What follows belongs to an exercise in optimizing a design on an open flow for small area; a production flow would make more cautious choices.
Function was checked by simulation only, so behaviour that the tests miss may differ from the original.

==> run a <==
==> flow/design.v (excerpt) <==
module iperf_stats_top (
  input  wire logic                                          ap_clk,
  input  wire logic                                          ap_rst_n,
  input  wire logic                                          ap_start,
  input  wire logic [iperf_stats_pkg::CYCLE_CNT_WIDTH-1:0]   time_in_cycles,
  input  wire logic                                          stat_load,
  input  wire logic [iperf_stats_pkg::CYCLE_CNT_WIDTH-1:0]   stat_load_value,
  input  wire logic                                          rx_data_valid,
  input  wire logic                                          rx_data_ready,
  input  wire logic [iperf_stats_pkg::KEEP_WIDTH-1:0]        rx_data_keep,
  input  wire logic                                          rx_data_last,
  input  wire logic                                          tx_data_valid,
  input  wire logic                                          tx_data_ready,
  input  wire logic [iperf_stats_pkg::KEEP_WIDTH-1:0]        tx_data_keep,
  input  wire logic                                          tx_data_last,
  input  wire logic                                          tx_meta_valid,
  input  wire logic                                          tx_meta_ready,
  input  wire logic                                          tx_status_valid,
  input  wire logic                                          tx_status_ready,
  input  wire logic [iperf_stats_pkg::TX_STATUS_WIDTH-1:0]   tx_status_data,
  input  wire logic                                          open_status_valid,
  input  wire logic                                          open_status_ready,
  input  wire logic [iperf_stats_pkg::OPEN_STATUS_WIDTH-1:0] open_status_data,
  input  wire logic                                          read_pkg_valid,
  input  wire logic                                          read_pkg_ready,
  input  wire logic [iperf_stats_pkg::READ_PKG_WIDTH-1:0]    read_pkg_data,
  output logic                                               running,
  output logic                                               ap_done,
  output logic                                               ap_idle,
  output logic [iperf_stats_pkg::CYCLE_CNT_WIDTH-1:0]        exec_cycles,
  output logic [iperf_stats_pkg::BYTE_CNT_WIDTH-1:0]         rx_bytes,
  output logic [iperf_stats_pkg::BYTE_CNT_WIDTH-1:0]         tx_bytes,
  output logic [iperf_stats_pkg::EVENT_CNT_WIDTH-1:0]        rx_pkts,
  output logic [iperf_stats_pkg::EVENT_CNT_WIDTH-1:0]        tx_pkts,
  output logic [iperf_stats_pkg::EVENT_CNT_WIDTH-1:0]        tx_cmds,
  output logic [iperf_stats_pkg::EVENT_CNT_WIDTH-1:0]        tx_stss,
  output logic [iperf_stats_pkg::EVENT_CNT_WIDTH-1:0]        tx_stss_good,
  output logic [iperf_stats_pkg::EVENT_CNT_WIDTH-1:0]        open_stss,
  output logic [iperf_stats_pkg::EVENT_CNT_WIDTH-1:0]        open_oks,
  output logic [iperf_stats_pkg::BYTE_CNT_WIDTH-1:0]         rd_req_total
);
Settings: LEC_CHECK=0, CAP_MARGIN=20, CORE_AREA=4 4 202 202, CTS_BUF_LIST=sky130_fd_sc_hd__clkbuf_16, CTS_CLUSTER_DIAMETER=100, CTS_CLUSTER_SIZE=30, DIE_AREA=0 0 206 206, SLEW_MARGIN=20; clock period 4.0 ns.
standard.sh (not shown) runs the stock make flow with config.mk's settings and CLKGATE_MAP_FILE= SYNTH_SCRIPT=/design/flow/synth_recipe.tcl, a recipe that flattens the netlist after the stock synthesis.
==> flow/flow/run.sh <==
#!/bin/bash
# The standard layout with two changes:
#  - synthesis maps the logic with an area-oriented ABC script (flow/abc_area.script) and
#    leaves adders to ABC instead of first mapping them to the library's adder cells;
#    everything else in synthesis, including the registers, is the standard flow's own script
#  - the port buffers use the smallest buffer cell
set -euo pipefail
here=$(pwd)
export AREA_ABC_SCRIPT=$here/flow/abc_area.script
export FLOW_SYNTH_TCL=$here/synth_recipe.tcl
export BUFFER_PORTS_ARGS="-buffer_cell sky130_fd_sc_hd__buf_1"
sed "s#SYNTH_SCRIPT=[^ ]*#SYNTH_SCRIPT=$here/flow/synth_area.tcl ADDER_MAP_FILE=#" standard.sh > standard_area.sh
grep -q "SYNTH_SCRIPT=$here/flow/synth_area.tcl" standard_area.sh
bash standard_area.sh > standard_make.log 2>&1
==> flow/flow/abc_area.script <==
strash
&get -n
&st
&dch
&nf -R 1000
&put
topo
stime -c
==> flow/flow/synth_area.tcl <==
# The standard flow's synthesis (synth_recipe.tcl in the work folder), with an area-oriented ABC script
proc abc {args} {
  set i [lsearch -exact $args -script]
  if { $i >= 0 } {
    lset args [expr { $i + 1 }] $::env(AREA_ABC_SCRIPT)
  }
  yosys abc {*}$args
}
source $::env(FLOW_SYNTH_TCL)
==> run b (differences from run a) <==
--- a/flow/design.v
+++ b/flow/design.v
@@ -119,86 +119,53 @@
     open_ok     <= open_hs & open_status_data[16];
     rd_amt      <= read_pkg_data[31:16] & {16{rd_hs}};
   end
   logic          keep_cnt;   
   logic [CW-1:0] ld_sel;     
   assign keep_cnt = ~sel;
   assign ld_sel   = stat_load_value & {CW{stat_load & ~clr}};
-  function automatic logic [CW-1:0] inc(input logic [CW-1:0] q, input logic cin, input int w);
-    logic [CW/4-1:0]  p4;    
-    logic [CW/16-1:0] p16;   
-    logic [CW/16-1:0] cg;    
-    logic [CW/4-1:0]  cb;    
-    logic [CW-1:0]    c;
-    logic [CW-1:0]    r;
-    for (int b = 0; b < CW/4; b++) p4[b] = &q[4*b +: 4];
-    for (int g = 0; g < CW/16; g++) p16[g] = &p4[4*g +: 4];
-    for (int g = 0; g < CW/16; g++) begin
-      cg[g] = cin;
-      for (int k = 0; k < g; k++) cg[g] = cg[g] & p16[k];
-    end
-    for (int b = 0; b < CW/4; b++) begin
-      cb[b] = cg[b/4];
-      for (int k = 4*(b/4); k < b; k++) cb[b] = cb[b] & p4[k];
-    end
+  function automatic logic [CW:0] inc(input logic [CW-1:0] q, input logic cin, input int w);
+    logic [CW:0] c;
+    logic        bc;
+    logic [CW:0] r;
+    bc = cin;
+    c  = '0;
     for (int i = 0; i < CW; i++) begin
-      if (i % 4 == 0) c[i] = cb[i/4];
+      if (i % 4 == 0) c[i] = bc;
       else c[i] = c[i-1] & q[i-1];
+      if (i % 4 == 3) bc = bc & q[i] & q[i-1] & q[i-2] & q[i-3];
     end
     r = '0;
     for (int i = 0; i < CW; i++) if (i < w) r[i] = q[i] ^ c[i];
+    r[CW] = bc;
     inc = r;
   endfunction
-  function automatic logic [CW-1:0] inc_late(input logic [CW-1:0] q, input logic cin, input int w);
-    logic [CW/4-1:0]  p4;
-    logic [CW/16-1:0] p16;
-    logic [CW/16-1:0] xg;    
-    logic [CW/4-1:0]  xb;    
-    logic [CW-1:0]    x;     
-    logic [CW-1:0]    r;
-    for (int b = 0; b < CW/4; b++) p4[b] = &q[4*b +: 4];
-    for (int g = 0; g < CW/16; g++) p16[g] = &p4[4*g +: 4];
-    for (int g = 0; g < CW/16; g++) begin
-      xg[g] = 1'b1;
-      for (int k = 0; k < g; k++) xg[g] = xg[g] & p16[k];
-    end
-    for (int b = 0; b < CW/4; b++) begin
-      xb[b] = xg[b/4];
-      for (int k = 4*(b/4); k < b; k++) xb[b] = xb[b] & p4[k];
-    end
-    for (int i = 0; i < CW; i++) begin
-      x[i] = xb[i/4];
-      for (int k = 4*(i/4); k < i; k++) x[i] = x[i] & q[k];
-    end
-    r = '0;
-    for (int i = 0; i < CW; i++) if (i < w) r[i] = q[i] ^ (cin & x[i]);
-    inc_late = r;
-  endfunction
-  logic [CW-1:0] exec_inc;
+  logic [CW:0] exec_inc;
   assign exec_inc = inc(exec_cycles, running, CW);
   always_ff @(posedge ap_clk) begin
     exec_cycles  <= ld_sel | ({CW{keep_cnt}} & exec_inc[CW-1:0]);
   end
-  logic [CW-1:0] t0, t1, t2, t3, t4, t5, t6;
+  logic [EW:0] rx_pkts_n, tx_pkts_n, tx_cmds_n, tx_stss_n, tx_stss_good_n, open_stss_n, open_oks_n;
+  logic [CW:0] t0, t1, t2, t3, t4, t5, t6;
   assign t0 = inc({{(CW-EW){1'b0}}, rx_pkts}, rx_pkt, EW);
   assign t1 = inc({{(CW-EW){1'b0}}, tx_pkts}, tx_pkt, EW);
   assign t2 = inc({{(CW-EW){1'b0}}, tx_cmds}, tx_cmd, EW);
   assign t3 = inc({{(CW-EW){1'b0}}, tx_stss}, tx_sts, EW);
   assign t4 = inc({{(CW-EW){1'b0}}, tx_stss_good}, tx_sts_good, EW);
   assign t5 = inc({{(CW-EW){1'b0}}, open_stss}, open_sts, EW);
   assign t6 = inc({{(CW-EW){1'b0}}, open_oks}, open_ok, EW);
   logic [4:0]  rx_lo, tx_lo;
   logic [16:0] rd_lo;
-  logic [CW-1:0] rx_hi, tx_hi, rd_hi;
+  logic [CW:0] rx_hi, tx_hi, rd_hi;
   assign rx_lo = {1'b0, rx_bytes[3:0]} + {1'b0, rx_amt};
   assign tx_lo = {1'b0, tx_bytes[3:0]} + {1'b0, tx_amt};
   assign rd_lo = {1'b0, rd_req_total[15:0]} + {1'b0, rd_amt};
   assign rx_hi = inc({{(CW-BW+4){1'b0}}, rx_bytes[BW-1:4]}, rx_lo[4], BW-4);
   assign tx_hi = inc({{(CW-BW+4){1'b0}}, tx_bytes[BW-1:4]}, tx_lo[4], BW-4);
-  assign rd_hi = inc_late({{(CW-BW+16){1'b0}}, rd_req_total[BW-1:16]}, rd_lo[16], BW-16);
+  assign rd_hi = inc({{(CW-BW+16){1'b0}}, rd_req_total[BW-1:16]}, rd_lo[16], BW-16);
   always_ff @(posedge ap_clk) begin
     rx_bytes     <= ld_sel[BW-1:0] | ({BW{keep_cnt}} & {rx_hi[BW-5:0], rx_lo[3:0]});
     tx_bytes     <= ld_sel[BW-1:0] | ({BW{keep_cnt}} & {tx_hi[BW-5:0], tx_lo[3:0]});
     rd_req_total <= ld_sel[BW-1:0] | ({BW{keep_cnt}} & {rd_hi[BW-17:0], rd_lo[15:0]});
     rx_pkts      <= ld_sel[EW-1:0] | ({EW{keep_cnt}} & t0[EW-1:0]);
     tx_pkts      <= ld_sel[EW-1:0] | ({EW{keep_cnt}} & t1[EW-1:0]);
     tx_cmds      <= ld_sel[EW-1:0] | ({EW{keep_cnt}} & t2[EW-1:0]);
==> flow/flow/abc_area.script (replaced) <==
strash
dc2
&get -n
&st
&dch -f
&nf -a -R 1000
&put
topo
stime -c
==> flow/config.mk (replaced) <==
export PLATFORM = sky130hd
export DESIGN_NAME = iperf_stats_top
export DESIGN_NICKNAME = iperf_stats_top
export VERILOG_FILES = /design/flow/design.v
export SDC_FILE = /design/flow/constraint.sdc
export NUM_CORES = 4
export LEC_CHECK = 0
export CAP_MARGIN = 20
export CORE_AREA = 12 12 194 194
export CTS_BUF_LIST = sky130_fd_sc_hd__clkbuf_16
export CTS_CLUSTER_DIAMETER = 80
export CTS_CLUSTER_SIZE = 25
export DIE_AREA = 0 0 206 206
export SLEW_MARGIN = 20
==> results.yml <==
status:
  status: "aborted with a tool error"
  stop_stage: "global routing"
  error: "[ERROR GRT-0116] Global routing finished with congestion. Check the congestion regions in the DRC Viewer."
synthesis:
  synth-xor-area-share: 0.04355
  synth_seq_area_share: 0.5538
  synthesis.instances: 2154
  synth_area_leaders: "dfxtp_1 46%, edfxtp_1 9.5%, o31ai_1 9.3%, a21oi_1 6.8%, nand2_1 4.9%"
  yosysTopAreaCellShare: 0.4592
  synth-simple-area-share: 0.1803
  synthAdderAreaFrac: 0.004435
placed_design:
  placed_cells: 3526
  gp_congestion: 0.9793
clocking:
  cts.repair.resized: 96
global_route:
  grt_max_degree: 72
  grt_overflow: 8
floorplan:
  rows: 66
# the run above: run b

==> results.yml <==
placed_design:
  gp_congestion: 0.9287
  placed_cells: 3450
synthesis:
  synth_area_leaders: "dfxtp_1 43%, edfxtp_1 8.9%, o21ai_0 6.9%, xnor2_1 5.5%, o31ai_1 5.3%"
  synth_seq_area_share: 0.5226
  yosysTopAreaCellShare: 0.4333
  synthAdderAreaFrac: 0.003254
  synthesis.instances: 2292
  synth-xor-area-share: 0.1033
  synth-simple-area-share: 0.1853
worst_setup_path:
  critPathLaunch: "tx_bytes[0]$_DFF_P_"
status:
  status: "complete, no violations"
floorplan:
  rows: 72
global_route:
  grt_max_degree: 118
  grt_overflow: 0
# the run above: run a

what the ideal ports hide:
No port has a modelled driver above. Below, the same layout with a new extraction and two added sets of constraints. Step 1, drivers: a clkbuf_16 drives ap_clk and a buf_2 each remaining input, both assumed. Step 2 moves the port delays by t, midway between the first and last clock arrival at a register: inputs arrive t later, outputs are due t later. That takes back most of the time a late clock gives input paths. Slacks: no drivers / after step 1 / after step 2; pairs: no drivers / after step 1.
run: run a
t (ns): 0.619
slack for setup (ns): 0.426 / 0.426 / 0.426
worst hold slack (ns): 0.387 / 0.353 / 0.544
clock arrival spread, ns: 0.020 / 0.019
After both steps run a still meets setup and hold. For run a, drivers alone change the setup slack by 0.000 ns; drivers and shift together by 0.000 ns.
